Background: an optimization exercise with open tools, aiming at small area. Do not read the settings as production practice.
The RTL was checked by simulation tests, not by an equivalence proof against the original design.
Power is estimated from default activity; no workload was simulated.

==> flow/design.v (excerpt) <==
module sxp
(
  input  wire        clk,
  input  wire        reset_b,
  input  wire [31:0] mem_inst,
  output wire [31:0] mem_pc,
  output wire        spw_we,
  output wire [31:0] spw_addr,
  output wire [31:0] spw_data
);
clock: 10.0 ns
lec_check: 0
abc_area: 1
cap_margin: 20
core_margin: 2
core_utilization: 60
cts_buf_list: sky130_fd_sc_hd__clkbuf_2
cts_cluster_size: 10
slew_margin: 20
run.sh (not shown) runs the stock make flow with config.mk's settings and CLKGATE_MAP_FILE= SYNTH_SCRIPT=/design/flow/synth_recipe.tcl, a recipe that flattens the netlist after the stock synthesis.
The baseline passed the timing, DRC and antenna checks.
==> next run, changes <==
- CORE_UTILIZATION: 60 -> 70
- CTS_BUF_LIST: sky130_fd_sc_hd__clkbuf_2 -> sky130_fd_sc_hd__clkbuf_4
- CTS_CLUSTER_SIZE: 10 -> not set
What happened: Die area is lower by 14%; total power is higher by 9.7%; clock skew is lower by 0.036 ns.


sxp, a different RTL version from the one above (not shown whole).
Size in the first run: ~1400 cells after synthesis, roughly 0.017 mm² of cells after synthesis.
==> flow/config.mk <==
export PLATFORM = sky130hd
export DESIGN_NAME = sxp
export DESIGN_NICKNAME = sxp
export VERILOG_FILES = /design/flow/design.v
export SDC_FILE = /design/flow/constraint.sdc
export NUM_CORES = 4
export LEC_CHECK = 0
export ABC_AREA = 1
export CAP_MARGIN = 20
export CORE_MARGIN = 2
export CORE_UTILIZATION = 70
export CTS_BUF_LIST = sky130_fd_sc_hd__clkbuf_8
export CTS_CLUSTER_DIAMETER = 40
export CTS_CLUSTER_SIZE = 18
export SLEW_MARGIN = 20
==> flow/constraint.sdc <==
create_clock -name core_clock -period 10.0 [get_ports {clk}]
set_input_delay 2.0000 -clock core_clock [delete_from_list [all_inputs] [get_ports {clk}]]
set_output_delay 2.0000 -clock core_clock [all_outputs]
set_load 0.01 [all_outputs]
standard.sh (not shown) runs the stock make flow with config.mk's settings and CLKGATE_MAP_FILE= SYNTH_SCRIPT=/design/flow/synth_recipe.tcl, a recipe that flattens the netlist after the stock synthesis.
==> flow/flow/run.sh <==
#!/bin/bash
# Standard layout with two changes: the port buffers are the smallest buffer
# cell, and every combinational cell of the synthesized netlist starts at its
# smallest drive strength (downsize.tcl, run at the end of the synthesis step).
set -e
cp standard.sh standard_sh_copy.log
export BUFFER_PORTS_ARGS="-buffer_cell sky130_fd_sc_hd__buf_1"
export POST_SYNTH_TCL=$PWD/flow/downsize.tcl
bash standard.sh > standard.log 2>&1
==> flow/flow/downsize.tcl <==
# Swap every combinational cell of the synthesized netlist to the smallest
# drive strength of its kind; the placement and CTS repair steps that follow
# size up whatever needs it.
set block [ord::get_db_block]
set db [ord::get_db]
set dont_use [split [string trim $::env(DONT_USE_CELLS)]]
set swapped 0
foreach inst [$block getInsts] {
  set master [$inst getMaster]
  set name [$master getName]
  if { ![regexp {^(sky130_fd_sc_hd__[a-z0-9]+(?:_[a-z0-9]+)*?)_([0-9]+)$} $name -> base size] } {
    continue
  }
  if { [regexp {__(df|edf|sdf|dl|sedf|conb|tap|fill|decap|diode)} $base] } {
    continue
  }
  set best $master
  set best_w [$master getWidth]
  foreach size {1 0 2 4} {
    set cand [$db findMaster ${base}_$size]
    if { $cand eq "NULL" || $cand eq "" } { continue }
    if { [lsearch -exact $dont_use ${base}_$size] >= 0 } { continue }
    set w [$cand getWidth]
    if { $w < $best_w } {
      set best $cand
      set best_w $w
    }
  }
  if { $best ne $master } {
    $inst swapMaster $best
    incr swapped
  }
}
puts "downsize: swapped $swapped instances"
The starting point ran to the end with no violations.
Edit:
--- a/flow/flow/downsize.tcl
+++ b/flow/flow/downsize.tcl
@@ -18,3 +18,3 @@
   set best_w [$master getWidth]
-  foreach size {1 0 2 4} {
+  foreach size {0 1 2 4} {
     set cand [$db findMaster ${base}_$size]
@@ -23,3 +23,3 @@
     set w [$cand getWidth]
-    if { $w < $best_w } {
+    if { $w < $best_w || ($w == $best_w && $size == 1 && [$best getName] ne ${base}_1 && $best ne $master) } {
       set best $cand
After rerunning: With this change the flow stopped in 1_synth.

-- port drivers added, routing unchanged --
In the flow no input, the clock included, has a driving cell. The finished layouts below were timed again as built, in two steps. Step 1: set_driving_cell puts a clkbuf_16 on clk and a buf_2 on each other input, an assumption about the parent block. Step 2 adds t to the input delays and takes it off the output delays; t is the mean of the earliest and latest rising clock arrival at the registers after step 1. Input paths then give back, and output paths get back, about the clock's delay inside the block. a / b / c = ideal ports / drivers / drivers and shift; a / b = the first two.
| run | shift t [ns] | slack for setup (ns) | clock arrival spread, ns | cell pins on the clock port's net |
|---|---|---|---|---|
| the first run of note 1 | 1.017 | 3.735 / 3.691 / 2.674 | 0.091 / 0.090 | 1 |
| the second run of note 1 | 0.832 | 3.515 / 3.461 / 2.629 | 0.057 / 0.057 | 1 |
| the first run of note 2 | 0.632 | 2.614 / 2.615 / 1.983 | 0.025 / 0.024 | 1 |
After both steps setup and hold are still met in every run listed. For the first run of note 1, which loses most, drivers alone change the setup slack by -0.044 ns; drivers and shift together by -1.061 ns.
